Context: an optimization exercise on an open-source flow, tuned for small area, a short achievable clock period and few clock cycles per item. The choices shown serve that exercise and are no tape-out recipe. Function was checked by simulation only, so behaviour that the tests miss may differ from the original. Power is estimated from default activity; no workload was simulated.

File: flow/run.sh
#!/bin/bash
# The standard layout (standard.sh), except that timing repair aims for
# 11 ns of setup slack on the 16 ns clock (paths of about 5 ns) instead of 0.
# The make output goes to flow_make.log; ORFS keeps each step's log under
# orfs/logs/.
set -euo pipefail
bash standard.sh SETUP_SLACK_MARGIN=11 finish > flow_make.log 2>&1
File: standard.sh
#!/bin/bash
# synth_recipe.tcl (not shown) runs the flow's synth.tcl, then flattens the netlist and writes it again
# the make line also repeats each setting of config.mk as NAME=value (left out here)
make -C /OpenROAD-flow-scripts/flow DESIGN_CONFIG=/design/flow/config.mk WORK_HOME=/design/flow/orfs CLKGATE_MAP_FILE= SYNTH_SCRIPT=/design/flow/synth_recipe.tcl "${@:-finish}"
File: config.mk
export PLATFORM = sky130hd
export DESIGN_NAME = de1soc_top
export DESIGN_NICKNAME = de1soc_top
export VERILOG_FILES = /design/flow/design.v
export SDC_FILE = /design/flow/constraint.sdc
export NUM_CORES = 4
export LEC_CHECK = 0
export CAP_MARGIN = 20
export CORE_MARGIN = 2
export CORE_UTILIZATION = 40
export CTS_CLUSTER_DIAMETER = 70
export CTS_CLUSTER_SIZE = 25
export SLEW_MARGIN = 20
File: constraint.sdc
create_clock -name core_clock -period 16.0 [get_ports {clock}]
set_input_delay 3.2000 -clock core_clock [delete_from_list [all_inputs] [get_ports {clock}]]
set_output_delay 3.2000 -clock core_clock [all_outputs]
set_load 0.01 [all_outputs]
File: design.v
`default_nettype none
package stream_pkg;
    localparam int word_bits      = 32;
    localparam int spare_bits     = 12;
    localparam int sample_bits    = 18;
    localparam int out_value_bits = 30;
    typedef struct packed {
        logic                   soft_reset;    
        logic                   last;          
        logic [spare_bits-1:0]  spare;         
        logic [sample_bits-1:0] sample;        
    } in_word_t;
    typedef struct packed {
        logic                      zero;       
        logic                      last;       
        logic [out_value_bits-1:0] value;      
    } out_word_t;
endpackage
`default_nettype wire
`default_nettype none
package model_pkg;
    localparam int value_bits   = 18;
    localparam int q_frac       = 8;
    localparam int input_width  = 28;    
    localparam int out_channels = 10;
    localparam int acc_bits     = 40;    
    localparam int index_bits   = $clog2(input_width + 1);
    localparam int weight_bits  = 5;     
    typedef logic signed [value_bits-1:0]  value_t;
    typedef logic signed [weight_bits-1:0] weight_t;
    typedef struct packed {
        value_t value;
        logic   last;
    } sample_t;
    typedef value_t [out_channels-1:0] channel_vec_t;
    function automatic weight_t weight_of(input int c, input int i);
        int raw;
        int centred;
        raw = (7 * c + 3 * i) % 31;
        centred = raw - 15;
        weight_of = centred[weight_bits-1:0];    
    endfunction
endpackage
`default_nettype wire
`default_nettype none
module stream_slice #(
    parameter int width = 1
) (
    input  logic     clock,
    input  logic     reset,
    input  logic [width-1:0] in_data,
    input  logic     in_valid,
    output logic [width-1:0] out_data,
    output logic     out_valid,
    input  logic     downstream_stall,
    output logic     upstream_stall
);
    logic load;
    assign load = !out_valid || !downstream_stall;    
    assign upstream_stall = out_valid && downstream_stall;
    always_ff @(posedge clock) begin
        if (reset) begin
            out_valid <= 1'b0;
        end else if (load) begin
            out_valid <= in_valid;
        end
    end
    always_ff @(posedge clock) begin
        if (load) begin
            out_data <= in_data;
        end
    end
endmodule
`default_nettype wire
`default_nettype none
module word_decode (
    input  logic                 clock,
    input  logic                 reset,
    input  stream_pkg::in_word_t word,
    input  logic                 word_valid,
    input  logic                 exec_ready,
    output model_pkg::sample_t   sample,
    output logic                 sample_valid,
    output logic                 stage_reset,
    output logic                 word_stall
);
    logic soft_word;    
    assign soft_word = word_valid && word.soft_reset;
    assign stage_reset = reset || soft_word;
    assign sample.value = word.sample;
    assign sample.last  = word.last;
    assign sample_valid = word_valid && !word.soft_reset;
    assign word_stall = word_valid && !word.soft_reset && !exec_ready;
endmodule
`default_nettype wire
`default_nettype none
module dense_execute (
    input  logic                    clock,
    input  logic                    reset,
    input  model_pkg::sample_t      sample,
    input  logic                    sample_valid,
    output logic                    in_ready,
    output model_pkg::channel_vec_t result,
    output logic                    result_valid,
    input  logic                    result_taken
);
    localparam int channels = model_pkg::out_channels;
    localparam int acc_bits = model_pkg::acc_bits;
    localparam logic signed [acc_bits-1:0] sat_max = (1 <<< (model_pkg::value_bits - 1)) - 1;
    localparam logic signed [acc_bits-1:0] sat_min = -(1 <<< (model_pkg::value_bits - 1));
    logic signed [acc_bits-1:0] acc [channels];
    logic signed [acc_bits-1:0] term [channels];
    logic signed [acc_bits-1:0] sum_next [channels];
    logic [channels*model_pkg::value_bits-1:0] scaled;    
    logic [model_pkg::index_bits-1:0] index;    
    logic weighted;
    logic accept;
    assign in_ready = !result_valid;    
    assign accept   = sample_valid && in_ready;
    assign weighted = index < model_pkg::input_width;
    for (genvar c = 0; c < channels; c++) begin : g_channel
        logic signed [model_pkg::weight_bits-1:0] weight;
        logic signed [acc_bits-1:0] shifted;
        assign weight = model_pkg::weight_of(c, int'(index));
        assign term[c] = $signed(sample.value) * weight;
        assign sum_next[c] = weighted ? acc[c] + term[c] : acc[c];    
        assign shifted = sum_next[c] >>> model_pkg::q_frac;
        assign scaled[c*model_pkg::value_bits +: model_pkg::value_bits] =
            (shifted > sat_max) ? sat_max[model_pkg::value_bits-1:0] :
            (shifted < sat_min) ? sat_min[model_pkg::value_bits-1:0] :
                                  shifted[model_pkg::value_bits-1:0];
    end
    always_ff @(posedge clock) begin
        if (reset) begin
            for (int c = 0; c < channels; c++) begin
                acc[c] <= '0;
            end
            index        <= '0;
            result_valid <= 1'b0;
        end else begin
            if (result_taken) begin
                result_valid <= 1'b0;
            end
            if (accept) begin
                if (sample.last) begin
                    for (int c = 0; c < channels; c++) begin
                        acc[c] <= '0;
                    end
                    index        <= '0;
                    result_valid <= 1'b1;
                end else begin
                    for (int c = 0; c < channels; c++) begin
                        acc[c] <= sum_next[c];
                    end
                    if (weighted) begin
                        index <= index + 1'b1;
                    end
                end
            end
        end
    end
    always_ff @(posedge clock) begin
        if (accept && sample.last) begin
            result <= scaled;
        end
    end
endmodule
`default_nettype wire
`default_nettype none
module result_serialize (
    input  logic                    clock,
    input  logic                    reset,
    input  model_pkg::channel_vec_t vector,
    input  logic                    vector_valid,
    output logic                    vector_taken,
    output stream_pkg::out_word_t   word,
    output logic                    word_valid,
    input  logic                    downstream_stall
);
    localparam int chan_bits       = $clog2(model_pkg::out_channels);
    localparam int word_value_bits = stream_pkg::out_value_bits;
    localparam logic [chan_bits-1:0] last_channel = chan_bits'(model_pkg::out_channels - 1);
    logic                    buffer_valid;
    logic [model_pkg::out_channels*model_pkg::value_bits-1:0] buffer;    
    logic [chan_bits-1:0]    channel;    
    model_pkg::value_t       current;
    assign vector_taken = vector_valid && !buffer_valid;
    always_ff @(posedge clock) begin
        if (reset) begin
            buffer_valid <= 1'b0;
            channel      <= '0;
        end else if (vector_taken) begin
            buffer_valid <= 1'b1;
            channel      <= '0;
        end else if (buffer_valid && !downstream_stall) begin
            if (channel == last_channel) begin
                buffer_valid <= 1'b0;    
                channel      <= '0;
            end else begin
                channel <= channel + 1'b1;
            end
        end
    end
    always_ff @(posedge clock) begin
        if (vector_taken) begin
            buffer <= vector;
        end
    end
    assign current    = buffer[channel*model_pkg::value_bits +: model_pkg::value_bits];
    assign word_valid = buffer_valid;
    always_comb begin
        word.zero  = 1'b0;
        word.last  = buffer_valid && (channel == last_channel);
        word.value = {{(word_value_bits - model_pkg::value_bits){current[model_pkg::value_bits-1]}},
                      current};    
    end
endmodule
`default_nettype wire
`default_nettype none
module de1soc_top (
    input  logic        clock,
    input  logic        reset,
    input  logic [31:0] in_data,
    input  logic        in_valid,
    output logic        upstream_stall,
    output logic [31:0] out_data,
    output logic        out_valid,
    input  logic        downstream_stall
);
    localparam int CH = 10;
    logic        b_v;        
    logic        b_soft;     
    logic        b_last;
    logic        b_first;    
    logic        b_stepn;    
    logic        b_wt;       
    logic [17:0] b_s;
    logic [4:0]  b_idx;      
    logic        nf;         
    logic        take, take_s, wt;
    assign take   = in_valid && !upstream_stall && !reset;
    assign take_s = take && !in_data[31];
    assign wt     = nf || (b_idx <= 5'd26);      
    always_ff @(posedge clock) begin
        b_v     <= take_s;
        b_soft  <= take && in_data[31];
        b_last  <= in_data[30];
        b_first <= take_s && nf;
        b_stepn <= take_s && !nf && wt;
        b_wt    <= take_s && wt;
        b_s     <= in_data[17:0];
        if (reset) begin
            nf <= 1'b1;
        end else if (take) begin
            if (in_data[31]) begin
                nf <= 1'b1;
            end else begin
                nf    <= in_data[30];
                b_idx <= nf ? 5'd0 : (b_idx == 5'd28 ? 5'd28 : b_idx + 5'd1);
            end
        end
    end
    logic rst_q;
    always_ff @(posedge clock) rst_q <= reset;
    logic [22:0] p;          
    logic [25:0] v;          
    always_ff @(posedge clock) begin
        p <= (b_first ? 23'd0 : p) + (b_wt ? {{5{b_s[17]}}, b_s} : 23'd0);
        v <= (b_first ? 26'd0 : v) + (b_stepn ? {{3{p[22]}}, p} : 26'd0);
    end
    logic        full;       
    logic        busy;       
    logic        seq;        
    logic [3:0]  slot;       
    logic        comp;
    logic        xfer, xfer_d;
    assign comp = b_v && b_last;
    assign xfer = (comp || full) && !busy;
    always_ff @(posedge clock) begin
        if (reset || b_soft) full <= 1'b0;
        else if (xfer)       full <= 1'b0;
        else if (comp)       full <= 1'b1;
        xfer_d <= xfer;
    end
    logic [22:0] s_sh;       
    logic [25:0] vn_sh;      
    logic [4:0]  l_sh;       
    always_ff @(posedge clock) begin
        if (xfer) l_sh <= (b_idx > 5'd27) ? 5'd27 : b_idx;
        if (xfer_d) begin
            s_sh <= p;
            vn_sh <= ~v;
        end
    end
    function automatic int order_of(input int k);
        case (k)
            0: order_of = 4;  1: order_of = 8;  2: order_of = 0;  3: order_of = 3;
            4: order_of = 7;  5: order_of = 2;  6: order_of = 6;  7: order_of = 1;
            8: order_of = 5;  default: order_of = 9;
        endcase
    endfunction
    function automatic int pos_of(input int c);
        pos_of = 0;
        for (int k = 0; k < 10; k++) if (order_of(k) == c) pos_of = k;
    endfunction
    function automatic logic [31:0] wrap_set(input int c);
        wrap_set = '0;
        for (int j = 1; j < 28; j++) if ((7 * c + 3 * j) % 31 < 3) wrap_set[j] = 1'b1;
    endfunction
    function automatic logic [4:0] weight_of(input int c, input int i);
        int r;
        r = (7 * c + 3 * i) % 31 - 15;
        weight_of = r[4:0];
    endfunction
    localparam int QW = 29;              
    logic [CH*QW-1:0] qv;
    for (genvar c = 0; c < CH; c++) begin : g_ch
        localparam int pos = pos_of(c);
        localparam logic [31:0] wset = wrap_set(c);
        logic        wrap, rd, clr;
        logic [24:0] q, addend, sum;
        logic [25:0] rc;
        logic [3:0]  pc;             
        assign wrap = b_v && wset[b_idx];
        assign rd   = seq && (slot == 4'(pos));
        assign clr  = rst_q || rd || (b_soft && !(seq && slot < 4'(pos)));
        assign addend = wrap ? {{2{p[22]}}, p} : 25'd0;
        assign rc[0] = 1'b0;
        for (genvar k = 0; k < 25; k++) begin : g_rc
            wire ci = (k % 5 == 0 && k > 0) ? pc[k/5-1] : rc[k];
            assign sum[k]  = q[k] ^ addend[k] ^ ci;
            assign rc[k+1] = (q[k] & addend[k]) | (q[k] & ci) | (addend[k] & ci);
        end
        always_ff @(posedge clock) begin
            if (clr) begin
                q  <= '0;
                pc <= '0;
            end else begin
                q  <= sum;
                pc <= {rc[20], rc[15], rc[10], rc[5]};
            end
        end
        assign qv[c*QW +: QW] = {pc, q};
    end
    logic [QW-1:0] qs;
    logic [4:0]    wl;
    logic [3:0]    cs;
    always_comb begin
        qs = '0;
        cs = '0;
        wl = '0;
        for (int k = 0; k < 10; k++) begin
            if (slot == 4'(k)) begin
                qs = qv[order_of(k)*QW +: QW];
                cs = 4'(order_of(k));
                for (int l = 0; l < 28; l++) if (l_sh == 5'(l)) wl = weight_of(order_of(k), l);
            end
        end
    end
    logic [2:0] one, two, neg;
    for (genvar d = 0; d < 3; d++) begin : g_booth
        logic b2, b1, b0;
        assign b0 = (d == 0) ? 1'b0 : wl[2*d-1];
        assign b1 = wl[2*d];
        assign b2 = (d == 2) ? wl[4] : wl[2*d+1];
        assign one[d] = b1 ^ b0;
        assign two[d] = (b2 & !b1 & !b0) | (!b2 & b1 & b0);
        assign neg[d] = b2 & !(b1 & b0);
    end
    logic        x_v;
    logic [3:0]  x_c;
    logic [24:0] x_q;
    logic [3:0]  x_pc;
    logic [2:0]  x_one, x_two, x_neg;
    always_ff @(posedge clock) begin
        x_v <= !reset && seq;
        x_c <= cs;
        {x_pc, x_q} <= qs;
        x_one <= one;
        x_two <= two;
        x_neg <= neg;
    end
    function automatic logic [51:0] csa(input logic [25:0] a, input logic [25:0] b,
                                        input logic [25:0] c);
        logic [25:0] s, k;
        s = a ^ b ^ c;
        k = (a & b) | (a & c) | (b & c);
        csa = {k[24:0], 1'b0, s};
    endfunction
    logic [25:0] pp [3];
    for (genvar d = 0; d < 3; d++) begin : g_pp
        logic [25:0] mag;
        assign mag = x_one[d] ? 26'({{3{s_sh[22]}}, s_sh}) << (2*d) :
                     x_two[d] ? 26'({{3{s_sh[22]}}, s_sh}) << (2*d+1) : 26'd0;
        assign pp[d] = mag ^ {26{x_neg[d]}};
    end
    logic [25:0] qx, corr;
    assign qx = {x_q[24], x_q};
    logic [2:0] ones;
    assign ones = 3'd3 + 3'(x_neg[0]) + 3'(x_neg[1]) + 3'(x_neg[2]);
    assign corr = {1'b0, {5{x_pc[3]}}, {5{x_pc[2]}}, {5{x_pc[1]}}, {5{x_pc[0]}}, 2'b0, ones};
    logic [25:0] r1s, r1c, r2s, r2c, r3s, r3c, r4s, r4c, r5s, r5c;
    logic [25:0] r6s, r6c;
    assign {r1c, r1s} = csa(qx << 5, ~qx, vn_sh);
    assign {r2c, r2s} = csa(pp[0], pp[1], pp[2]);
    assign {r3c, r3s} = csa({vn_sh[24:0], 1'b1}, corr, r1s);
    assign {r4c, r4s} = csa(r1c, r2s, r2c);
    assign {r5c, r5s} = csa(r3s, r3c, r4s);
    assign {r6c, r6s} = csa(r4c, r5s, r5c);
    logic        z_v;
    logic [3:0]  z_c;
    logic [25:0] z_s, z_c2;
    always_ff @(posedge clock) begin
        z_v  <= !reset && x_v;
        z_c  <= x_c;
        z_s  <= r6s;
        z_c2 <= r6c;
    end
    logic [25:0] tot;
    assign tot = z_s + z_c2;
    always_ff @(posedge clock) begin
        if (reset) begin
            seq  <= 1'b0;
            slot <= '0;
        end else if (xfer) begin
            seq  <= 1'b1;
            slot <= '0;
        end else if (seq) begin
            slot <= slot + 4'd1;
            if (slot == 4'd9) seq <= 1'b0;
        end
    end
    logic [CH*18-1:0] rbuf;
    for (genvar c = 0; c < CH; c++) begin : g_rbuf
        always_ff @(posedge clock) begin
            if (z_v && z_c == 4'(c)) rbuf[c*18 +: 18] <= tot[25:8];
        end
    end
    logic [3:0]  och;        
    logic        oload;
    logic        ordy;       
    logic [17:0] cur;
    logic        o_last;
    logic [17:0] o_val;
    assign oload = !out_valid || !downstream_stall;
    logic [3:0]  wcnt;       
    logic [3:0]  opos;       
    always_comb begin
        opos = '0;
        for (int c = 0; c < 10; c++) if (och == 4'(c)) opos = 4'(pos_of(c));
    end
    always_ff @(posedge clock) begin
        if (xfer)     wcnt <= '0;
        else if (z_v) wcnt <= wcnt + 4'd1;
    end
    assign ordy  = busy && (wcnt > opos);
    assign cur   = rbuf[och*18 +: 18];
    always_ff @(posedge clock) begin
        if (reset) begin
            busy      <= 1'b0;
            och       <= '0;
            out_valid <= 1'b0;
        end else begin
            if (oload) out_valid <= ordy;
            if (xfer) begin
                busy <= 1'b1;
                och  <= '0;
            end else if (ordy && oload) begin
                och <= och + 4'd1;
                if (och == 4'd9) busy <= 1'b0;
            end
        end
    end
    always_ff @(posedge clock) begin
        if (oload) begin
            o_val  <= cur;
            o_last <= (och == 4'd9);
        end
    end
    assign out_data = {1'b0, o_last, {12{o_val[17]}}, o_val};
    logic full_n;
    assign full_n = !reset && !b_soft && !xfer && (comp || full);
    always_ff @(posedge clock) begin
        upstream_stall <= full_n || ((busy || xfer) && !reset && take_s && in_data[30]);
    end
endmodule
`default_nettype wire
==> qor.yml, run 1 <==
run_status:
  status: "no timing/DRC/antenna violations"
synthesis:
  synth_top_area_share_pct: 22.8
  synthFlopType: "dfxtp_1"
  synth.area.top_cells: "dfxtp_1 23%, edfxtp_1 18%, fa_1 18%"
  ys_warn_count: 2
  syn_inst: 3970
  synth_top_cell_by_area: "dfxtp_1"
  synth_cell_types: 79
  syn-num-nets: 4488
  synth_seq_cells: 736
  synth_area_um2: 42000
  synth_edf_count: 258
  async_reset_ff_share_pct: 0
  yosysSeqAreaShare_pct: 41.2
  syn_avg_cell_area_um2: 10.6
floorplan:
  die_y_um: 328
  start_util_pct: 40.5
  num_rows: 118
  die_x_um: 328
  io_pins: 70
  fp.dieArea_um2: 108000
  coreArea_um2: 104000
sta:
  rsz0062_at_grt: "no"
  drv_slew: 0
  finalCriticalPeriod_ns: 4.87
  max_freq_mhz: 205
  tightest_slew_ns: 1.10
  clock_skew_ns: 0.0366
  max_slew_margin_pct: 26.5
  holdWs_ns: 0.333
  timing.final.ws_setup_ns: 11.13
  finalCritPeriodShare_pct: 30.5
  finalSetupViolCount: 0
  setup_tns_ns: 0
  hold_viol_final: 0
clocking:
  clk_pin_slew_ns: 0.09
  cts-root-buf: "clkbuf_16"
  cts_tree: "yes"
  clock_path_buffers: 3
  h-tree-depth: 2
  numCtsBuffers: 42
  clock_latency_ns: 0.62
  postCtsHoldBufs: 0
  cts_resized: 0
  numClockSinks: 736
critical_path:
  crit_fanout: 13
  end_kind: "primary output"
  required_ns: 12.80
  start_kind: "flip-flop"
  crit_type: "flip-flop to primary output"
  crit_arrival_ns: 1.67
min_path:
  hold_path.class: "flip-flop to flip-flop"
grt:
  grt_antenna_before_repair: 3
  grt-ovfl-total: 0
  grt_pass1_vias: 28193
  grt_max_degree: 81
  track_usage_pct: 18.5
  grt_pass1_wl_um: 158000
drt:
  drtIter0Drc: 2754
  drc: 0
  dr_total_vias: 27873
  wl_um: 99000
  viasPerCell: 5.26
  wl_per_cell_um: 18.7
  drtAntennaViolNets: 0
  drtPass1Iterations: 6
final_layout:
  num-fill-cells: 9788
  fin_nets: 4406
  drive_above_1_share_pct: 5.76
  design_area_um2: 45400
  areaGrowthSynthToFinish_pct: 8.03
placement:
  detailed_place.area_um2: 43900
  pre_cts_ws_ns: 11.16
  portBuffers: 56
  hpwl_um: 72800
  gp_congestion: 0.855
pwr:
  power.total_uw: 5460
  power.leakage_uw: 0.0181
  ir_worst_vdd_uv: 90.9
  power_density_nw_per_um2: 120
flow_run:
  maxCapViolations: 0
## path summary, 6_finish.rpt
check                           startpoint            to  slack [ns]  cells past startpoint
worst min-delay path                x_c[2]        z_c[2]        0.33                      0
worst max-delay path             o_val[17]  out_data[21]       11.13                      2
worst min register to register      x_c[2]        z_c[2]        0.33                      0
worst max register to register     slot[0]      x_one[2]       11.64                     11
## cell usage in the layout, fill, tap and decap left out, types with 30 or more instances in the layout
cell type | netlist | layout
a21oi_1 | 142 | 141
and2_1 | 252 | 253
dfxtp_1 | 478 | 473
nor2b_1 | 57 | 56
nor3_1 | 36 | 30
nand2_1 | 258 | 258
nor2_1 | 255 | 250
o22ai_1 | 33 | 33
ha_1 | 112 | 112
inv_1 | 442 | 442
a211oi_1 | 39 | 39
and3_1 | 129 | 129
a221o_1 | 33 | 33
edfxtp_1 | 258 | 258
clkdlybuf4s50_1 | 0 | 56
nand2b_1 | 31 | 31
fa_1 | 370 | 370
buf_4 | 14 | 77
o21ai_0 | 115 | 115
mux4_2 | 36 | 36
mux2i_1 | 43 | 43
clkbuf_16 | 0 | 43
a221oi_1 | 44 | 44
xnor2_1 | 150 | 150
a22oi_1 | 64 | 64
## worst max-delay path, cell delays in order (launching register included)
cell and delay, ns:
edfxtp_1 0.42, buf_12 0.16, clkdlybuf4s50_1 0.48
## cell families (layout without fill, tap and decap cells)
logic type | after synthesis | in the layout | share of synthesized area (%)
and+or+nand+nor | 1097 | 1097 | 13.2
xor gates and xnor gates | 170 | 170 | 3.55
adders and majority gates | 482 | 482 | 21.0
buffers and inverters | 710 | 661 | 6.54
DFF | 736 | 736 | 41.2
other | 1 | 2 | 0.00893
muxes | 79 | 79 | 2.96
AOI/OAI and AO/OA | 695 | 695 | 11.5
## cell usage after synthesis (16+ instances only)
library cell	instances
o21a_1	21
a211oi_1	39
nand3_1	26
nor2_1	255
a22oi_1	64
nand2_1	258
a221o_1	33
nor3_1	36
and3_1	129
xor2_1	20
mux4_2	36
o311ai_0	18
a221oi_1	44
o32ai_1	18
xnor2_1	150
a21oi_1	142
a21o_1	25
nor2b_1	57
o21ai_0	115
ha_1	112
and2_1	252
clkbuf_1	206
o221ai_1	24
dfxtp_1	478
a22o_1	18
nand2b_1	31
mux2i_1	43
edfxtp_1	258
inv_1	442
o211ai_1	16
buf_1	24
fa_1	370
buf_2	17
o22ai_1	33
## what timing repair did
item / 4_1_cts / 5_1_grt
setup endpoints to repair: 13 / 0
hold endpoints to repair: 0 / 0
buffers inserted: 1 / 0
## routing by layer
| metal | track usage (%) | vias up | share of wire, % |
|---|---|---|---|
| li1 | - | 13178 | - |
| met2 | 31.0 | 726 | 47 |
| met5 | 0 | - | 0 |
| met3 | 2.70 | 144 | 5.4 |
| met1 | 25.1 | 13825 | 45 |
| met4 | 5.02 | 0 | 2.5 |
## layout make-up
class	count	area (um2)	share of cell area (%)
clock inverters	23	282	0.621
inverters	448	1680	3.71
clock buffers	54	1120	2.46
well taps	1380	1730	3.81
repair buffers	136	1190	2.63
diodes	1	2.50	0.00552
multi-input cells	2524	22000	48.6
flip-flops and latches	736	17300	38.2
## flip-flops by register name, indices dropped and copies added (netlist names), 2 cells and up
signal / flops
b_idx: 5
b_s: 18
g_ch.pc: 40
g_ch.q: 250
l_sh: 5
o_val: 18
och: 4
p: 23
rbuf: 180
s_sh: 23
slot: 4
v: 26
vn_sh: 26
wcnt: 4
x_c: 4
x_neg: 3
x_one: 3
x_pc: 4
x_q: 25
x_two: 2
z_c: 4
z_c2: 24
z_s: 24
## power breakdown
| part | total (uW) | internal (uW) | switching (uW) |
|---|---|---|---|
| sequential | 2510 | 2410 | 108 |
| combinational | 1710 | 628 | 1080 |
| clock | 1230 | 545 | 685 |
| total | 5460 | 3580 | 1880 |
## metrics by stage
step	instances	utilization (%)
global placement	5221	42.3
detailed placement	5222	42.3
floorplan	3970	-
CTS	5300	43.7
global route	5301	43.7
finish	5302	43.7
Testbench counts, summed over its fixed seeds: cycles 14,504, frames 512.
==> run 2: changes to the inputs <==
--- a/design.v
+++ b/design.v
@@ -239,5 +239,6 @@
     logic        nf;         
     logic        take, take_s, wt;
-    assign take   = in_valid && !upstream_stall && !reset;
+    logic        rdy;        
+    assign take   = in_valid && rdy && !reset;
     assign take_s = take && !in_data[31];
     assign wt     = nf || (b_idx <= 5'd26);      
@@ -443,5 +444,6 @@
     logic        o_last;
     logic [17:0] o_val;
-    assign oload = !out_valid || !downstream_stall;
+    logic        ovn;        
+    assign oload = ovn || !downstream_stall;
     logic [3:0]  wcnt;       
     logic [3:0]  opos;       
@@ -461,6 +463,10 @@
             och       <= '0;
             out_valid <= 1'b0;
+            ovn       <= 1'b1;
         end else begin
-            if (oload) out_valid <= ordy;
+            if (oload) begin
+                out_valid <= ordy;
+                ovn       <= !ordy;
+            end
             if (xfer) begin
                 busy <= 1'b1;
@@ -481,6 +487,9 @@
     logic full_n;
     assign full_n = !reset && !b_soft && !xfer && (comp || full);
+    logic stall_n;
+    assign stall_n = full_n || ((busy || xfer) && !reset && take_s && in_data[30]);
     always_ff @(posedge clock) begin
-        upstream_stall <= full_n || ((busy || xfer) && !reset && take_s && in_data[30]);
+        upstream_stall <= stall_n;
+        rdy            <= !stall_n;
     end
 endmodule
==> run 2 against run 1 <==
Wire length increased by 1.7%; via count down 0.28%; synthesized cell count increased by 1.1%; first-iteration DRC count is 24% lower; worst setup slack improved by 0.035 ns; sequential cell count up 2; fmax grew 0.73%; worst hold slack improved by 0.0033 ns.
==> qor.yml, run 2 <==
pwr:
  power_frac_seq_pct: 47.4
  power.leakage_uw: 0.0179
  power_density_nw_per_um2: 121
  p_clk_share_pct: 21.3
  switching_share_pct: 34.8
  ir_worst_vdd_uv: 80.7
  comb_power_share_pct: 31.3
  p_int_uw: 3580
  power.switching_uw: 1910
floorplan:
  fp.dieArea_um2: 108000
  die_x_um: 329
  die_y_um: 329
  coreArea_um2: 105000
  num_rows: 119
  start_util_pct: 40.2
  io_pins: 70
sta:
  max_slew_margin_pct: 28.6
  finalCriticalPeriod_ns: 4.84
  rsz0062_at_grt: "no"
  clock_skew_ns: 0.0232
  tightest_slew_ns: 1.04
  drv_slew: 0
  setup_tns_ns: 0
  holdWs_ns: 0.336
  finalCritPeriodShare_pct: 30.2
  hold_viol_final: 0
  finalSetupViolCount: 0
  max_freq_mhz: 207
drt:
  drtPass1Iterations: 8
  dr_total_vias: 27795
  wl_per_cell_um: 18.8
  drtIter0Drc: 2093
  viasPerCell: 5.20
  drtAntennaViolNets: 0
  wl_um: 101000
  drc: 0
clocking:
  numClockSinks: 738
  clock_path_buffers: 3
  cts_tree: "yes"
  h-tree-depth: 2
  clock_latency_ns: 0.60
  cts-root-buf: "clkbuf_16"
  numCtsBuffers: 40
  clk_pin_slew_ns: 0.10
  cts_resized: 0
final_layout:
  top_regs: "g_ch.q (250), rbuf (180), g_ch.pc (40)"
  largest_reg_flops: 250
  finalNonFillerCells: 5345
  layout_common_cells: "475 x dfxtp_1, 438 x inv_1, 370 x fa_1, 286 x and2_1, 278 x nor2_1"
  areaGrowthSynthToFinish_pct: 7.35
  largest_register: "g_ch.q"
  fin_nets: 4441
  final_util_pct: 43.2
  drive_above_1_share_pct: 5.77
  mostFrequentLayoutCell: "dfxtp_1"
synthesis:
  yosysSeqAreaShare_pct: 41.1
  ys_top_cells_by_count: "480 x dfxtp_1, 438 x inv_1, 370 x fa_1"
  synthFlopType: "dfxtp_1"
  synth.most_common_cell: "dfxtp_1"
  synth_top_cell_by_area: "dfxtp_1"
  syn-num-nets: 4530
  synth.area.top_cells: "dfxtp_1 23%, edfxtp_1 18%, fa_1 18%"
  syn_inst: 4012
  synth_top_area_share_pct: 22.8
  ys_warn_count: 2
  synth_seq_cells: 738
  synth_edf_count: 258
  synth_area_um2: 42200
  syn_avg_cell_area_um2: 10.5
  synth_cell_types: 94
  async_reset_ff_share_pct: 0
critical_path:
  ff2ff_path_depth: 15
  worstSetupEndpoint: "out_data[20]"
  reg2reg_slack_ns: 11.71
  required_ns: 12.80
  crit_start: "o_val[17]"
  crit_fanout: 13
  crit_type: "flip-flop to primary output"
  reg2reg_to: "g_ch[7].q[4]"
  rr_startpoint: "b_idx[0]"
  crit_arrival_ns: 1.64
  end_kind: "primary output"
  start_kind: "flip-flop"
grt:
  grt_max_degree: 87
  grt_pass1_vias: 28068
  grt_antenna_before_repair: 3
  grt-ovfl-total: 0
  grt_pass1_wl_um: 160000
  track_usage_pct: 18.8
placement:
  gp_congestion: 0.872
  dp_cells: 5271
  hpwl_um: 73400
  portBuffers: 56
run_status:
  status: "no timing/DRC/antenna violations"
flow_run:
  maxCapViolations: 0
min_path:
  hold_path.class: "flip-flop to flip-flop"
[run 2: changes by cell type in the layout (fill, tap and decap cells not counted), sizes merged, moves of 13 or more]
cell / change
o221ai: -17
o311ai: -16
nand2: -31
a221o: +19
and3: -30
a211oi: -13
nor2: +34
o21ai: +38
and2: +34
a221oi: -15
a21oi: +49
a22o: -18
o32ai: -16
[run 2: worst min path at each step]
stage / endpoint / startpoint / slack [ns] / cells past startpoint
final: z_c[2] / x_c[2] / 0.34 / 0
after global placement: z_c[2] / x_c[2] / 0.32 / 0
after floorplan: z_c[0] / x_c[0] / 0.31 / 0
after global routing: z_c[2] / x_c[2] / 0.35 / 0
after CTS: z_c[2] / x_c[2] / 0.34 / 0
after detailed placement: z_c[2] / x_c[2] / 0.32 / 0
[run 2: cell type report]
class	count	area (um2)
Clock buffer	52	1100
Sequential cell	738	17400
Fill cell	9955	59600
Inverter	445	1670
Clock inverter	20	200
Tap cell	1391	1740
Multi-Input combinational cell	2574	22200
Timing Repair Buffer	124	1080
Antenna cell	1	2.50
[run 2: logic make-up after synthesis]
logic type	after synthesis	synth area share, %
AO/OA/AOI/OAI	720	11.4
other	1	0.00888
buffers and inverters	700	6.62
XOR/XNOR	171	3.55
AND/OR/NAND/NOR	1121	13.5
multiplexers	79	2.94
adder cells (fa/ha/maj)	482	20.9
flip-flops	738	41.1
[run 2: what timing repair did]
item | in CTS | in global routing
setup buffers | 1 | 0
endpoints found under the setup margin | 13 | 0
hold buffers | 0 | 0
[run 2: metal layers]
metal	vias to the layer above	track usage [%]	routed length, um	share of wire [%]
li1	13219	-	-	-
met1	13790	26.4	45800	46
met2	674	31.0	47400	47
met3	112	2.51	5440	5.4
met4	0	4.30	2040	2.0
met5	-	0	0	0
[run 2: power groups by stage]
stage / Sequential, uW / Clock [uW] / Combinational, uW
6_report: 2600 / 1170 / 1720
5_1_grt: 2620 / 1280 / 1990
4_1_cts: 2610 / 1210 / 1760
3_5_place_dp: 2650 / 0 / 1760
3_3_place_gp: 2650 / 0 / 1710
2_1_floorplan: 2510 / 0 / 1300
[run 2: worst max-delay path: stages, from the launching register on]
cell,delay [ns]
edfxtp_1,0.42
buf_12,0.16
clkdlybuf4s50_1,0.47
[run 2: per-stage QoR]
step / area [um2] / total power, uW / worst slack, ns
after floorplan: 42200 / 3820 / 11.43
after CTS: 45300 / 5580 / 11.11
after detailed placement: 44000 / 4410 / 11.06
final: 45300 / 5490 / 11.16
after global routing: 45300 / 5890 / 11.07
after global placement: 44000 / 4350 / 11.04
Testbench counts of run 2, summed over its fixed seeds: cycles 14,504, frames 512.
==> run 3: changes to the inputs <==
==> run.sh (new file) <==
#!/bin/bash
# synth_recipe.tcl (not shown) runs the flow's synth.tcl, then flattens the netlist and writes it again
# the make line also repeats each setting of config.mk as NAME=value (left out here)
make -C /OpenROAD-flow-scripts/flow DESIGN_CONFIG=/design/flow/config.mk WORK_HOME=/design/flow/orfs CLKGATE_MAP_FILE= SYNTH_SCRIPT=/design/flow/synth_recipe.tcl finish
removed: flow/run.sh
removed: standard.sh
==> run 3 against run 2 <==
Still clean; synthesized area did not move; die area did not move; register-to-register slack barely moved; sequential cell count did not move; global-route usage did not move; clock power barely moved; critical endpoint unchanged; largest power group unchanged; highest routed layer unchanged.
==> qor.yml, run 3 <==
run_status:
  status: "no timing/DRC/antenna violations"
synthesis:
  syn-num-nets: 4530
  synth_edf_count: 258
  synth.area.top_cells: "dfxtp_1 23%, edfxtp_1 18%, fa_1 18%"
  syn_avg_cell_area_um2: 10.5
  synth_area_um2: 42200
  synthFlopType: "dfxtp_1"
  synth_cell_types: 94
  syn_inst: 4012
  ys_top_cells_by_count: "480 x dfxtp_1, 438 x inv_1, 370 x fa_1"
  async_reset_ff_share_pct: 0
  ys_warn_count: 2
  yosysSeqAreaShare_pct: 41.1
  synth_seq_cells: 738
  synth_top_cell_by_area: "dfxtp_1"
  synth_top_area_share_pct: 22.8
  synth.most_common_cell: "dfxtp_1"
sta:
  finalSetupViolCount: 0
  tightest_slew_ns: 1.04
  max_slew_margin_pct: 28.6
  drv_slew: 0
  clock_skew_ns: 0.0231
  setup_tns_ns: 0
  finalCritPeriodShare_pct: 30.9
  rsz0062_at_grt: "no"
  max_freq_mhz: 202
  finalCriticalPeriod_ns: 4.94
  hold_viol_final: 0
  timing.final.ws_setup_ns: 11.06
critical_path:
  reg2reg_slack_ns: 11.70
  path_delay_family: "buffers and inverters"
  crit_arrival_ns: 1.74
  crit_slowest_cell: "clkdlybuf4s50_1"
  crit_fanout: 13
  crit_type: "flip-flop to primary output"
  crit_chain: "clkdlybuf4s50_1"
  start_kind: "flip-flop"
  end_kind: "primary output"
  required_ns: 12.80
  crit_path_max_incr_delay_ns: 0.60
  cp.buffers_inverters: 1
placement:
  pre_cts_ws_ns: 11.06
  hpwl_um: 73400
  gp_congestion: 0.872
  portBuffers: 56
grt:
  grt_pass1_wl_um: 160000
  grt-ovfl-total: 0
  grt_antenna_before_repair: 3
  track_usage_pct: 18.8
  grt_max_degree: 87
  grt_pass1_vias: 28065
final_layout:
  mostFrequentLayoutCell: "dfxtp_1"
  final_util_pct: 43.2
  drive_above_1_share_pct: 5.74
  areaGrowthSynthToFinish_pct: 7.31
  largest_reg_flops: 250
  largest_register: "g_ch.q"
  top_regs: "g_ch.q (250), rbuf (180), g_ch.pc (40)"
  layout_common_cells: "475 x dfxtp_1, 438 x inv_1, 370 x fa_1, 286 x and2_1, 278 x nor2_1"
  fin_nets: 4440
  num-fill-cells: 9957
pwr:
  ir_worst_vdd_uv: 80.2
  power_density_nw_per_um2: 121
  power.leakage_uw: 0.0179
floorplan:
  coreArea_um2: 105000
  num_rows: 119
  fp.dieArea_um2: 108000
  die_x_um: 329
  io_pins: 70
  start_util_pct: 40.2
  die_y_um: 329
clocking:
  clock_path_buffers: 3
  postCtsHoldBufs: 0
  post_cts_buffers: 0
  cts_resized: 0
  clk_pin_slew_ns: 0.10
  cts-root-buf: "clkbuf_16"
  numClockSinks: 738
  h-tree-depth: 2
  numCtsBuffers: 40
  clock_latency_ns: 0.60
  cts_tree: "yes"
flow_run:
  maxCapViolations: 0
drt:
  wl_um: 101000
  drtPass1Iterations: 5
  drc: 0
  dr_total_vias: 27827
  drtIter0Drc: 2155
  viasPerCell: 5.21
  drtAntennaViolNets: 0
  wl_per_cell_um: 18.8
min_path:
  hold_path.class: "flip-flop to flip-flop"
## run 3: cell count changes in the layout (fill, tap and decap cells not counted), sizes merged
cell | previous run | this run
buf | 68 | 67
## run 3: final cells by class
class                      instances  area [um2]  area share, %
sequential                       738       17400           38.3
inverter                         445        1670           3.69
clock buffer                      52        1100           2.42
tap                             1391        1740           3.84
antenna                            1        2.50        0.00552
clock inverter                    20         200          0.442
multi-input combinational       2574       22200           48.9
timing repair buffer             123        1060           2.35
## run 3: metal layers
layer,part of all wire [%],wire length [um],track usage (%),vias up
met4,1.9,1910,4.30,0
li1,-,-,-,13215
met3,5.4,5470,2.51,101
met5,0,0,0,-
met1,46,45800,26.4,13822
met2,47,47400,31.0,689
## run 3: logic make-up after synthesis
kind of cell	Yosys count	share of synthesized area [%]
xor+xnor	171	3.55
mux	79	2.94
compound gates	720	11.4
simple gates	1121	13.5
flops	738	41.1
other cells	1	0.00888
fa+ha+maj	482	20.9
buf+inv	700	6.62
## run 3: path summary, 6_finish.rpt
check	start	endpoint	cells past startpoint
max reg2reg	b_idx[0]	g_ch[7].q[4]	15
min reg2reg	x_c[2]	z_c[2]	0
max	o_val[17]	out_data[20]	1
min	x_c[2]	z_c[2]	0
## run 3: per-stage QoR
step | power (uW) | std cells | area (um2) | hold slack (ns)
after CTS | 5580 | 5343 | 45300 | 0.341
after global routing | 5890 | 5344 | 45300 | 0.347
after global placement | 4350 | 5271 | 44000 | 0.317
after detailed placement | 4410 | 5271 | 44000 | 0.319
final | 5490 | 5344 | 45300 | 0.337
after floorplan | 3820 | 4012 | 42200 | 0.310
## run 3: where the power goes
part | total, uW | internal, uW | switching [uW]
sequential | 2600 | 2430 | 175
clock | 1170 | 522 | 645
combinational | 1720 | 630 | 1090
total | 5490 | 3580 | 1910
==> run 4: changes to the inputs <==
==> flow/run.sh (new file) <==
#!/bin/bash
# The standard layout (standard.sh), except that timing repair aims for
# 11 ns of setup slack on the 16 ns clock (paths of about 5 ns) instead of 0,
# and the port buffers are buf_4 cells rather than the flow's default pick.
# The make output goes to flow_make.log; ORFS keeps each step's log under
# orfs/logs/.
set -euo pipefail
bash standard.sh SETUP_SLACK_MARGIN=11 'BUFFER_PORTS_ARGS=-buffer_cell sky130_fd_sc_hd__buf_4' finish > flow_make.log 2>&1
==> standard.sh (new file) <==
#!/bin/bash
# synth_recipe.tcl (not shown) runs the flow's synth.tcl, then flattens the netlist and writes it again
# the make line also repeats each setting of config.mk as NAME=value (left out here)
make -C /OpenROAD-flow-scripts/flow DESIGN_CONFIG=/design/flow/config.mk WORK_HOME=/design/flow/orfs CLKGATE_MAP_FILE= SYNTH_SCRIPT=/design/flow/synth_recipe.tcl "${@:-finish}"
removed: run.sh
==> run 4 against run 3 <==
Utilization is essentially flat; global-route usage grew 0.053 points; combinational power is essentially flat; register-to-register slack is essentially flat; clock power grew 6%; clock skew grew 0.0022 ns.
==> qor.yml, run 4 <==
run_status:
  status: "no timing/DRC/antenna violations"
floorplan:
  num_rows: 119
  die_y_um: 329
  start_util_pct: 40.2
  die_x_um: 329
  io_pins: 70
  fp.dieArea_um2: 108000
  coreArea_um2: 105000
critical_path:
  crit_chain: "buf_4"
  worstSetupEndpoint: "out_data[27]"
  crit_type: "flip-flop to primary output"
  crit_start: "o_val[17]"
  rr_startpoint: "b_idx[2]"
  end_kind: "primary output"
  reg2reg_slack_ns: 11.71
  reg2reg_to: "g_ch[2].q[9]"
  crit_path_max_incr_delay_ns: 0.56
  required_ns: 12.80
  path_delay_family: "flip-flops"
  cp.buffers_inverters: 1
  ff2ff_path_depth: 14
  worst-path-stages: 1
  crit_fanout: 13
  start_kind: "flip-flop"
  crit_slowest_cell: "edfxtp_1"
  crit_arrival_ns: 1.38
drt:
  drtIter0Drc: 2187
  wl_per_cell_um: 18.8
  drc: 0
  drtAntennaViolNets: 0
  wl_um: 101000
  viasPerCell: 5.24
  dr_total_vias: 28040
  drtPass1Iterations: 5
clocking:
  h-tree-depth: 2
  cts_resized: 0
  clk_pin_slew_ns: 0.09
  cts-root-buf: "clkbuf_16"
  clock_path_buffers: 3
  cts_tree: "yes"
  clock_latency_ns: 0.61
  numCtsBuffers: 42
  numClockSinks: 738
  post_cts_buffers: 0
  postCtsHoldBufs: 0
sta:
  setup_tns_ns: 0
  finalCritPeriodShare_pct: 28.7
  finalCriticalPeriod_ns: 4.59
  drv_slew: 0
  timing.final.ws_setup_ns: 11.42
  clock_skew_ns: 0.0253
  rsz0062_at_grt: "no"
  holdWs_ns: 0.331
  max_slew_margin_pct: 26.5
  tightest_slew_ns: 1.10
  finalSetupViolCount: 0
  hold_viol_final: 0
  max_freq_mhz: 218
synthesis:
  syn_avg_cell_area_um2: 10.5
  synth.most_common_cell: "dfxtp_1"
  synthFlopType: "dfxtp_1"
  ys_top_cells_by_count: "480 x dfxtp_1, 438 x inv_1, 370 x fa_1"
  synth_top_cell_by_area: "dfxtp_1"
  async_reset_ff_share_pct: 0
  synth_seq_cells: 738
  ys_warn_count: 2
  syn_inst: 4012
  yosysSeqAreaShare_pct: 41.1
  synth_area_um2: 42200
  syn-num-nets: 4530
  synth_cell_types: 94
  synth_top_area_share_pct: 22.8
  synth.area.top_cells: "dfxtp_1 23%, edfxtp_1 18%, fa_1 18%"
  synth_edf_count: 258
placement:
  dp_cells: 5272
  gp_congestion: 0.874
  portBuffers: 56
  pre_cts_ws_ns: 11.32
  hpwl_um: 73400
pwr:
  power_frac_seq_pct: 46.7
  p_clk_share_pct: 22.3
  power.switching_uw: 1940
  p_int_uw: 3630
  ir_worst_vdd_uv: 97.4
  power.leakage_uw: 0.0180
  power_density_nw_per_um2: 123
  switching_share_pct: 34.8
  comb_power_share_pct: 31.0
final_layout:
  num-fill-cells: 10053
  multi_input_area_um2: 22200
  drive_above_1_share_pct: 7.30
  top_regs: "g_ch.q (250), rbuf (180), g_ch.pc (40)"
  mostFrequentLayoutCell: "dfxtp_1"
  largest_register: "g_ch.q"
  final_util_pct: 43.2
  layout_common_cells: "475 x dfxtp_1, 437 x inv_1, 370 x fa_1, 286 x and2_1, 279 x nor2_1"
  finalNonFillerCells: 5351
  regArea_um2: 17400
  fin_nets: 4443
  areaGrowthSynthToFinish_pct: 7.33
  largest_reg_flops: 250
grt:
  grt_pass1_vias: 28169
  grt_pass1_wl_um: 161000
  track_usage_pct: 18.9
  grt-ovfl-total: 0
  grt_antenna_before_repair: 2
  grt_max_degree: 86
min_path:
  hold_path.class: "flip-flop to flip-flop"
flow_run:
  maxCapViolations: 0
-- run 4: changes by cell type in the layout (fill, tap and decap cells not counted), moves of 2 or more --
cell,previous run,this run
buf_4,67,124
clkdlybuf4s50_1,56,0
clkbuf_16,41,46
inv_6,4,7
clkbuf_8,3,1
clkinv_4,2,0
inv_12,1,3
-- run 4: power by group through the flow --
| stage | logic, uW | registers [uW] | clock network (uW) |
|---|---|---|---|
| final | 1730 | 2600 | 1240 |
| after global routing | 2010 | 2620 | 1340 |
| after CTS | 1770 | 2600 | 1280 |
| after detailed placement | 1760 | 2650 | 0 |
| after global placement | 1720 | 2640 | 0 |
| after floorplan | 1300 | 2510 | 0 |
-- run 4: how the worst min path moves through the flow --
stage	from	to	slack [ns]	depth (start not counted)
floorplan	x_c[0]	z_c[0]	0.31	0
global placement	x_c[3]	z_c[3]	0.32	0
global route	x_c[3]	z_c[3]	0.33	0
finish	x_c[3]	z_c[3]	0.33	0
detailed placement	x_c[0]	z_c[0]	0.31	0
CTS	x_c[0]	z_c[0]	0.33	0
-- run 4: metal layers --
layer  global-route usage, %  vias up  wire length [um]
li1                        -    13214                 -
met1                    26.7    13999             46300
met2                    30.9      701             47400
met3                    2.14      126              4910
met4                    4.65        0              2250
met5                       0        -                 0
-- run 4: stage by stage --
| stage | total power [uW] | cell area [um2] |
|---|---|---|
| floorplan | 3820 | 42200 |
| global placement | 4360 | 43900 |
| detailed placement | 4410 | 43900 |
| CTS | 5650 | 45300 |
| global route | 5970 | 45300 |
| finish | 5570 | 45300 |
-- run 4: cell type report --
class	instances	share of cell area [%]
inverters	445	3.69
diodes	2	0.0110
well taps	1391	3.84
clock inverters	21	0.522
flip-flops and latches	738	38.3
repair buffers	124	2.05
multi-input cells	2574	48.9
clock buffers	56	2.64
-- run 4: cells by family (layout without fill, tap and decap cells) --
family / Yosys count / count (layout) / share of synthesized area [%]
multiplexers: 79 / 79 / 2.94
XOR/XNOR: 171 / 171 / 3.55
flip-flops: 738 / 738 / 41.1
buffers and inverters: 700 / 646 / 6.62
AND/OR/NAND/NOR: 1121 / 1121 / 13.5
AO/OA/AOI/OAI: 720 / 720 / 11.4
other: 1 / 3 / 0.00888
adder cells (fa/ha/maj): 482 / 482 / 20.9
==> run 5: changes to the inputs <==
==> flow/run.sh (replaced) <==
#!/bin/bash
# The standard layout (standard.sh), except that timing repair aims for
# 11.7 ns of setup slack on the 16 ns clock (paths of about 4.3 ns) instead of 0,
# and the port buffers are buf_4 cells rather than the flow's default pick.
# The make output goes to flow_make.log; ORFS keeps each step's log under
# orfs/logs/.
set -euo pipefail
bash standard.sh SETUP_SLACK_MARGIN=11.7 'BUFFER_PORTS_ARGS=-buffer_cell sky130_fd_sc_hd__buf_4' finish > flow_make.log 2>&1
==> run 5 against run 4 <==
Critical endpoint is now out_data[19]; worst hold slack better by 0.0071 ns; sequential share of layout area is 0.13 points lower; first-iteration DRC count is 9.8% lower; combinational power is essentially flat; synthesized area unchanged.
==> qor.yml, run 5 <==
sta:
  finalCritPeriodShare_pct: 28.2
  timing.final.ws_setup_ns: 11.49
  finalCriticalPeriod_ns: 4.51
  finalSetupViolCount: 0
  clock_skew_ns: 0.0302
  max_slew_margin_pct: 27.1
  rsz0062_at_grt: "yes"
  max_freq_mhz: 222
  tightest_slew_ns: 1.09
  drv_slew: 0
  hold_viol_final: 0
  setup_tns_ns: 0
synthesis:
  ys_top_cells_by_count: "480 x dfxtp_1, 438 x inv_1, 370 x fa_1"
  syn_avg_cell_area_um2: 10.5
  synth_top_area_share_pct: 22.8
  yosysSeqAreaShare_pct: 41.1
  synth.area.top_cells: "dfxtp_1 23%, edfxtp_1 18%, fa_1 18%"
  async_reset_ff_share_pct: 0
  synth_cell_types: 94
  synth.most_common_cell: "dfxtp_1"
  synth_seq_cells: 738
  synth_top_cell_by_area: "dfxtp_1"
  syn-num-nets: 4530
  synthFlopType: "dfxtp_1"
  synth_area_um2: 42200
  syn_inst: 4012
  ys_warn_count: 2
  synth_edf_count: 258
floorplan:
  die_y_um: 329
  num_rows: 119
  coreArea_um2: 105000
  start_util_pct: 40.2
  die_x_um: 329
  io_pins: 70
  fp.dieArea_um2: 108000
critical_path:
  crit_arrival_ns: 1.31
  crit_path_max_incr_delay_ns: 0.42
  crit_slowest_cell: "edfxtp_1"
  start_kind: "flip-flop"
  end_kind: "primary output"
  required_ns: 12.80
  crit_fanout: 13
  crit_type: "flip-flop to primary output"
  crit_chain: "buf_12 -> buf_4"
final_layout:
  fin_nets: 4448
  areaGrowthSynthToFinish_pct: 7.69
  drive_above_1_share_pct: 7.47
  largest_reg_flops: 250
  top_regs: "g_ch.q (250), rbuf (180), g_ch.pc (40)"
  finalNonFillerCells: 5354
  largest_register: "g_ch.q"
  layout_common_cells: "474 x dfxtp_1, 437 x inv_1, 370 x fa_1, 286 x and2_1, 278 x nor2_1"
  mostFrequentLayoutCell: "dfxtp_1"
pwr:
  power_density_nw_per_um2: 123
  power.leakage_uw: 0.0180
  ir_worst_vdd_uv: 88.4
drt:
  drc: 0
  top_layer: "met5"
  drtIter0Drc: 1973
  dr_total_vias: 28046
  wl_per_cell_um: 18.9
  wl_met3_um: 5010
  wl_um: 101000
  wl_met2_um: 47200
  drtAntennaViolNets: 0
  drtPass1Iterations: 6
  viasPerCell: 5.24
  wl_met1_um: 46700
grt:
  grt_max_degree: 76
  grt-ovfl-total: 0
  grt_antenna_before_repair: 2
  grt_pass1_wl_um: 162000
  grt_pass1_vias: 28093
  track_usage_pct: 19.0
placement:
  pre_cts_ws_ns: 11.25
  dp_cells: 5274
  hpwl_um: 73700
  portBuffers: 56
  gp_congestion: 0.834
run_status:
  status: "no timing/DRC/antenna violations"
flow_run:
  maxCapViolations: 0
clocking:
  cts_tree: "yes"
  clock_path_buffers: 3
  numCtsBuffers: 42
  numClockSinks: 738
  h-tree-depth: 2
  clock_latency_ns: 0.61
  clk_pin_slew_ns: 0.09
  cts-root-buf: "clkbuf_16"
min_path:
  hold_path.class: "flip-flop to flip-flop"
==> run 5: cell counts after synthesis <==
Identical to the previous run, type by type.
==> run 5: per-stage QoR <==
stage / cell area, um2 / hold slack [ns] / utilization [%] / power (uW)
detailed placement: 43900 / 0.319 / 41.8 / 4410
floorplan: 42200 / 0.310 / - / 3820
global route: 45500 / 0.346 / 43.3 / 6000
finish: 45500 / 0.338 / 43.3 / 5590
global placement: 43900 / 0.316 / 41.8 / 4360
CTS: 45400 / 0.338 / 43.3 / 5670
==> run 5: repair_timing <==
action / in CTS / in global routing
resized for setup: 16 / 5
setup buffers: 1 / 2
setup endpoints to repair: 32 / 39
pin swaps: 0 / 0
hold buffers: 0 / 0
==> run 5: cell type report <==
| type | instances | area, um2 |
|---|---|---|
| Antenna cell | 1 | 2.50 |
| Sequential cell | 738 | 17400 |
| Clock inverter | 19 | 245 |
| Inverter | 445 | 1670 |
| Timing Repair Buffer | 129 | 1050 |
| Multi-Input combinational cell | 2574 | 22200 |
| Clock buffer | 57 | 1220 |
| Tap cell | 1391 | 1740 |
| Fill cell | 9911 | 59500 |
==> run 5: final timing paths <==
check | start | endpoint | slack [ns] | cells past startpoint
min | x_c[2] | z_c[2] | 0.34 | 0
max | o_val[17] | out_data[19] | 11.49 | 2
max reg2reg | b_idx[3] | g_ch[3].q[14] | 11.91 | 13
min reg2reg | x_c[2] | z_c[2] | 0.34 | 0
==> run 5: report_power, final <==
group | total [uW] | internal, uW | switching (uW) | leakage [uW]
logic | 1720 | 629 | 1090 | 0.0111
clock network | 1260 | 583 | 681 | 0.000707
registers | 2600 | 2430 | 174 | 0.00622
==> run 5: critical path, delay by kind of cell, from the launching register on <==
kind,cells,cell delay [ns]
flops,1,0.42
buf+inv,2,0.30
==> run 5: kinds of logic (layout without fill, tap and decap cells) <==
group	after synthesis	after routing	share of synthesized area [%]
compound gates	720	720	11.4
xor+xnor	171	171	3.55
fa+ha+maj	482	482	20.9
buf+inv	700	650	6.62
flops	738	738	41.1
mux	79	79	2.94
other cells	1	2	0.00888
simple gates	1121	1121	13.5
==> run 5: routing by layer <==
metal  vias up  global-route usage [%]
met1     13984                    26.7
met5         -                       0
met4         2                    4.99
met2       713                    30.9
li1      13223                       -
met3       124                    2.45
==> run 6: changes to the inputs <==
--- a/design.v
+++ b/design.v
@@ -444,4 +444,5 @@
     logic        o_last;
     logic [17:0] o_val;
+    logic        o_sgn;
     logic        ovn;        
     assign oload = ovn || !downstream_stall;
@@ -483,6 +484,9 @@
             o_last <= (och == 4'd9);
         end
+        if (oload && ordy) begin
+            o_sgn  <= cur[17];
+        end
     end
-    assign out_data = {1'b0, o_last, {12{o_val[17]}}, o_val};
+    assign out_data = {1'b0, o_last, {6{o_val[17]}}, {6{o_sgn}}, o_val};
     logic full_n;
     assign full_n = !reset && !b_soft && !xfer && (comp || full);
--- a/config.mk
+++ b/config.mk
@@ -8,5 +8,5 @@
 export CAP_MARGIN = 20
 export CORE_MARGIN = 2
-export CORE_UTILIZATION = 40
+export CORE_UTILIZATION = 55
 export CTS_CLUSTER_DIAMETER = 70
 export CTS_CLUSTER_SIZE = 25
==> run 6 against run 5 <==
Utilization rose by 16 points; clock power is 9% higher; cell count fell by 6.1%; total power is 3.0% higher; sequential share of layout area increased by 0.15 points; critical path depth did not move; first-iteration DRC count grew 21%; highest routed layer is now met4; combinational power about the same; clock skew up 0.026 ns; register-to-register slack worse by 0.03 ns; non-clock buffer count down 4; largest power group unchanged; global-route usage rose by 9.8 points.
==> qor.yml, run 6 <==
grt:
  use_met1_pct: 39.9
  gr-usage-met3_pct: 4.13
  gr-usage-met2_pct: 47.4
  grt_most_used_layer: "met2"
  track_usage_pct: 28.8
  grt_pass1_wl_um: 176000
  grt_max_degree: 74
  grt_antenna_before_repair: 2
  grt-ovfl-total: 0
  grt_pass1_vias: 30620
drt:
  dr_total_vias: 29493
  drtPass1Iterations: 6
  drtAntennaViolNets: 0
  drtIter0Drc: 2383
  wl_per_cell_um: 22.3
  viasPerCell: 5.87
  drc: 0
  wl_um: 112000
placement:
  hpwl_um: 80500
  pre_cts_ws_ns: 11.05
  portBuffers: 56
  gp_congestion: 0.958
  detailed_place.area_um2: 43500
critical_path:
  end_kind: "primary output"
  crit_type: "flip-flop to primary output"
  start_kind: "flip-flop"
  required_ns: 12.80
  crit_arrival_ns: 1.24
  crit_fanout: 7
run_status:
  status: "no timing/DRC/antenna violations"
final_layout:
  layout_common_cells: "474 x dfxtp_1, 435 x inv_1, 370 x fa_1, 310 x nor2_1, 282 x and2_1"
  largest_reg_flops: 250
  largest_register: "g_ch.q"
  regArea_um2: 17400
  num-fill-cells: 6458
  design_area_um2: 45400
  multi_input_area_um2: 22300
  areaGrowthSynthToFinish_pct: 7.09
  fin_nets: 4477
  mostFrequentLayoutCell: "dfxtp_1"
  n_antenna_cell: 0
  top_regs: "g_ch.q (250), rbuf (180), g_ch.pc (40)"
  drive_above_1_share_pct: 7.93
synthesis:
  yosysSeqAreaShare_pct: 41.0
  syn_avg_cell_area_um2: 10.5
  synth_cell_types: 83
  ys_warn_count: 2
  synthFlopType: "dfxtp_1"
  synth.most_common_cell: "dfxtp_1"
  synth_area_um2: 42400
  synth_top_cell_by_area: "dfxtp_1"
  synth_edf_count: 259
  syn_inst: 4046
  ys_top_cells_by_count: "480 x dfxtp_1, 435 x inv_1, 370 x fa_1"
  synth_seq_cells: 739
  syn-num-nets: 4564
  async_reset_ff_share_pct: 0
  synth.area.top_cells: "dfxtp_1 23%, edfxtp_1 18%, fa_1 17%"
  synth_top_area_share_pct: 22.7
clocking:
  clock_path_buffers: 3
  numClockSinks: 739
  h-tree-depth: 2
  clk_pin_slew_ns: 0.08
  cts_tree: "yes"
  cts-root-buf: "clkbuf_16"
  numCtsBuffers: 47
  clock_latency_ns: 0.64
pwr:
  power.total_uw: 5760
  comb_power_share_pct: 30.3
  power.switching_uw: 2040
  p_clk_share_pct: 23.8
  p_int_uw: 3720
  power_density_nw_per_um2: 127
  switching_share_pct: 35.4
  power_frac_seq_pct: 45.9
  ir_worst_vdd_uv: 129
  power.leakage_uw: 0.0182
floorplan:
  start_util_pct: 55.7
  num_rows: 101
  io_pins: 70
  die_x_um: 282
  die_y_um: 282
  fp.dieArea_um2: 79300
  coreArea_um2: 76100
min_path:
  hold_path.class: "flip-flop to flip-flop"
sta:
  rsz0062_at_grt: "yes"
  finalCriticalPeriod_ns: 4.44
  timing.final.ws_setup_ns: 11.56
  finalCritPeriodShare_pct: 27.7
  drv_slew: 0
  finalSetupViolCount: 0
  hold_viol_final: 0
  holdWs_ns: 0.331
  clock_skew_ns: 0.0558
  setup_tns_ns: 0
  max_freq_mhz: 225
  max_slew_margin_pct: 29.4
  tightest_slew_ns: 1.05
flow_run:
  maxCapViolations: 0
run 6: changes by cell type after synthesis, moves of 8 or more:
cell and change:
buf_2 -11, a221oi_1 -18, nand2b_1 -9, o221ai_1 +10
nand2_1 +9, a22oi_1 +8, o211ai_1 +25, nor2_1 +31
a31oi_1 +29, o21ai_1 -17, clkbuf_1 +15, a21oi_1 -31
o21ai_0 +11
run 6: through the flow:
| step | std cells | utilization, % |
|---|---|---|
| 2_1_floorplan | 4046 | - |
| 3_3_place_gp | 4934 | 57.2 |
| 3_5_place_dp | 4934 | 57.2 |
| 4_1_cts | 5022 | 59.5 |
| 5_1_grt | 5027 | 59.6 |
| 6_report | 5027 | 59.6 |
run 6: layout make-up:
type	count	area share [%]
multi-input combinational	2605	49.2
clock inverter	28	0.846
sequential	739	38.3
timing repair buffer	125	2.28
tap	1030	2.84
inverter	441	3.66
clock buffer	59	2.86
run 6: critical path, cell delays in order, from the launching register on:
cell	delay, ns
edfxtp_1	0.38
buf_6	0.15
buf_6	0.12
run 6: routing by layer:
metal  wire length (um)  vias up
li1                   -    13357
met1              48500    14834
met2              52900     1106
met3               7450      196
met4               3150        0
met5                  0        -
run 6: power groups by stage:
stage | combinational, uW | sequential (uW) | clock, uW
2_1_floorplan | 1300 | 2500 | 0
3_3_place_gp | 1670 | 2680 | 0
3_5_place_dp | 1760 | 2680 | 0
4_1_cts | 1770 | 2640 | 1400
5_1_grt | 2000 | 2660 | 1460
6_report | 1740 | 2640 | 1370
run 6: what timing repair did:
| action | in CTS | in global routing |
|---|---|---|
| hold buffers | 0 | 0 |
| gates cloned | 0 | 0 |
| setup endpoints to repair | 59 | 54 |
| buffers inserted | 1 | 5 |
| gates resized for setup | 22 | 15 |
run 6: path summary, 6_finish.rpt:
path	startpoint	end	slack (ns)	cells past startpoint
min	x_c[0]	z_c[0]	0.33	0
max reg2reg	b_idx[0]	g_ch[8].q[14]	11.88	15
max	o_val[17]	out_data[25]	11.56	2
min reg2reg	x_c[0]	z_c[0]	0.33	0
run 6: kinds of logic after synthesis:
kind of cell,count (synthesis),share of synthesized area [%]
other,1,0.00885
AND/OR/NAND/NOR,1147,13.6
flip-flops,739,41.0
buffers and inverters,702,6.53
multiplexers,79,2.93
AO/OA/AOI/OAI,729,11.7
adder cells (fa/ha/maj),482,20.8
XOR/XNOR,167,3.45
Testbench counts of run 6, summed over its fixed seeds: cycles 14,504, frames 512.
==> run 7: changes to the inputs <==
--- a/config.mk
+++ b/config.mk
@@ -8,5 +8,5 @@
 export CAP_MARGIN = 20
 export CORE_MARGIN = 2
-export CORE_UTILIZATION = 55
+export CORE_UTILIZATION = 40
 export CTS_CLUSTER_DIAMETER = 70
 export CTS_CLUSTER_SIZE = 25
==> run 7 against run 6 <==
Utilization is 16 points lower; worst hold slack improved by 0.0050 ns; critical path depth did not move; synthesized cell count is the same; largest power group unchanged; cell area grew 0.72%; combinational power is essentially flat; total power is 2.3% lower; die area is 37% higher; global-route usage is 8.7 points lower; highest routed layer unchanged; critical path type unchanged; first-iteration DRC count rose by 6.3%; clock skew shrank 0.0084 ns; sequential cell count unchanged.
==> qor.yml, run 7 <==
run_status:
  status: "no timing/DRC/antenna violations"
drt:
  drtPass1Iterations: 8
  wl_per_cell_um: 19.9
  drtIter0Drc: 2534
  drtAntennaViolNets: 0
  dr_total_vias: 28518
  wl_um: 107000
  drc: 0
  viasPerCell: 5.29
pwr:
  ir_worst_vdd_uv: 92.8
  power.total_uw: 5630
  power.leakage_uw: 0.0181
  power_density_nw_per_um2: 123
floorplan:
  io_pins: 70
  fp.dieArea_um2: 109000
  die_x_um: 329
  num_rows: 119
  die_y_um: 329
  coreArea_um2: 105000
  start_util_pct: 40.3
synthesis:
  syn_inst: 4046
  async_reset_ff_share_pct: 0
  synth_cell_types: 83
  ys_warn_count: 2
  synth_top_area_share_pct: 22.7
  synth_edf_count: 259
  synth_top_cell_by_area: "dfxtp_1"
  syn-num-nets: 4564
  ys_top_cells_by_count: "480 x dfxtp_1, 435 x inv_1, 370 x fa_1"
  synth_area_um2: 42400
  syn_avg_cell_area_um2: 10.5
  synth.area.top_cells: "dfxtp_1 23%, edfxtp_1 18%, fa_1 17%"
  synth.most_common_cell: "dfxtp_1"
  yosysSeqAreaShare_pct: 41.0
  synth_seq_cells: 739
  synthFlopType: "dfxtp_1"
sta:
  finalCritPeriodShare_pct: 27.9
  max_slew_margin_pct: 27.1
  rsz0062_at_grt: "yes"
  holdWs_ns: 0.336
  tightest_slew_ns: 1.09
  max_freq_mhz: 224
  finalCriticalPeriod_ns: 4.46
  drv_slew: 0
  hold_viol_final: 0
  setup_tns_ns: 0
  clock_skew_ns: 0.0474
  finalSetupViolCount: 0
critical_path:
  crit_fanout: 7
  start_kind: "flip-flop"
  required_ns: 12.80
  crit_type: "flip-flop to primary output"
  crit_arrival_ns: 1.26
  end_kind: "primary output"
placement:
  hpwl_um: 77000
  portBuffers: 56
  gp_congestion: 0.937
  detailed_place.area_um2: 44000
grt:
  grt_antenna_before_repair: 2
  grt-ovfl-total: 0
  track_usage_pct: 20.1
  grt_max_degree: 66
  grt_pass1_wl_um: 170000
  grt_pass1_vias: 28730
clocking:
  clock_latency_ns: 0.64
  numCtsBuffers: 45
  clock_path_buffers: 3
  numClockSinks: 739
  postCtsHoldBufs: 0
  cts_tree: "yes"
  clk_pin_slew_ns: 0.09
  h-tree-depth: 2
  cts-root-buf: "clkbuf_16"
flow_run:
  maxCapViolations: 0
final_layout:
  design_area_um2: 45700
  drive_above_1_share_pct: 7.71
  areaGrowthSynthToFinish_pct: 7.86
  largest_register: "g_ch.q"
  mostFrequentLayoutCell: "dfxtp_1"
  n_antenna_cell: 0
  regArea_um2: 17400
  multi_input_area_um2: 22300
  largest_reg_flops: 250
  top_regs: "g_ch.q (250), rbuf (180), g_ch.pc (40)"
  layout_common_cells: "474 x dfxtp_1, 435 x inv_1, 369 x fa_1, 311 x nor2_1, 285 x and2_1"
  num-fill-cells: 10137
  fin_nets: 4481
min_path:
  hold_path.class: "flip-flop to flip-flop"
## run 7: report_power, final
group | total [uW] | switching (uW) | internal (uW)
clock | 1310 | 718 | 589
sequential | 2590 | 180 | 2410
combinational | 1730 | 1090 | 639
## run 7: what timing repair did
item,in CTS,in global routing
buffers inserted,1,2
gates resized for setup,20,9
gates cloned,0,0
setup endpoints to repair,34,51
## run 7: cell families after synthesis
family,Yosys count,synth area share (%)
AOI/OAI and AO/OA,729,11.7
buffers and inverters,702,6.53
adders and majority gates,482,20.8
DFF,739,41.0
other,1,0.00885
and+or+nand+nor,1147,13.6
xor gates and xnor gates,167,3.45
muxes,79,2.93
## run 7: path summary, 6_finish.rpt
| kind | depth (start not counted) | startpoint | slack, ns | to |
|---|---|---|---|---|
| worst max-delay path | 2 | o_val[17] | 11.54 | out_data[26] |
| worst min-delay path | 0 | x_c[3] | 0.34 | z_c[3] |
| worst max register to register | 15 | b_idx[0] | 11.88 | g_ch[3].q[19] |
| worst min register to register | 0 | x_c[3] | 0.34 | z_c[3] |
## run 7: per-stage QoR
stage | instances | setup WS [ns] | util (%)
floorplan | 4046 | 11.65 | -
global placement | 5302 | 11.20 | 41.9
detailed placement | 5302 | 11.21 | 41.9
CTS | 5383 | 11.49 | 43.4
global route | 5387 | 11.48 | 43.5
finish | 5387 | 11.54 | 43.5
## run 7: final cells by class
class                   count  area share (%)
inverters                 441            3.63
flip-flops and latches    739            38.1
clock inverters            27           0.783
multi-input cells        2605            48.8
clock buffers              53            2.53
well taps                1391            3.81
repair buffers            131            2.36
## run 7: critical path, stage by stage, from the launching register on
cell,delay [ns]
edfxtp_1,0.39
buf_6,0.15
buf_6,0.12
## run 7: per-layer routing
metal	vias to the layer above	wire length [um]	global-route usage, %
met1	14133	48000	28.1
met2	847	49600	32.4
met3	171	6980	3.37
li1	13367	-	-
met5	-	0	0
met4	0	2630	4.96

## re-timing with driven ports
Ports are ideal in the flow. The routed layouts listed here were re-timed in OpenROAD. Step 1, drivers: a clkbuf_16 drives clock and a buf_2 each remaining input, both assumed. Step 2 also shifts input and output timing later by t, the mid clock arrival at the registers, as if the neighbouring blocks saw the same clock. a / b / c = ideal ports / drivers / drivers and shift; a / b = the first two.
run | shift t [ns] | setup WS [ns] | hold slack, ns | worst setup path after step 2 | worst data-port slew with drivers (ns)
run 1 | 0.669 | 11.126 / 11.061 / 11.112 | 0.333 / 0.333 / 0.333 | input to register | 0.11
run 2 | 0.663 | 11.161 / 11.084 / 11.055 | 0.336 / 0.336 / 0.336 | input to register | 0.04
run 3 | 0.661 | 11.058 / 10.982 / 11.047 | 0.337 / 0.337 / 0.337 | input to register | 0.05
run 4 | 0.668 | 11.415 / 11.340 / 11.346 | 0.331 / 0.331 / 0.331 | input to register | 0.05
run 5 | 0.669 | 11.486 / 11.413 / 11.211 | 0.338 / 0.338 / 0.338 | input to register | 0.04
run 6 | 0.678 | 11.563 / 11.493 / 11.167 | 0.331 / 0.331 / 0.331 | input to register | 0.07
run 7 | 0.680 | 11.539 / 11.473 / 11.233 | 0.336 / 0.336 / 0.336 | input to register | 0.03
After both steps every run listed still meets setup and hold. For run 6, which loses most, drivers alone change the setup slack by -0.070 ns; drivers and shift together by -0.396 ns.
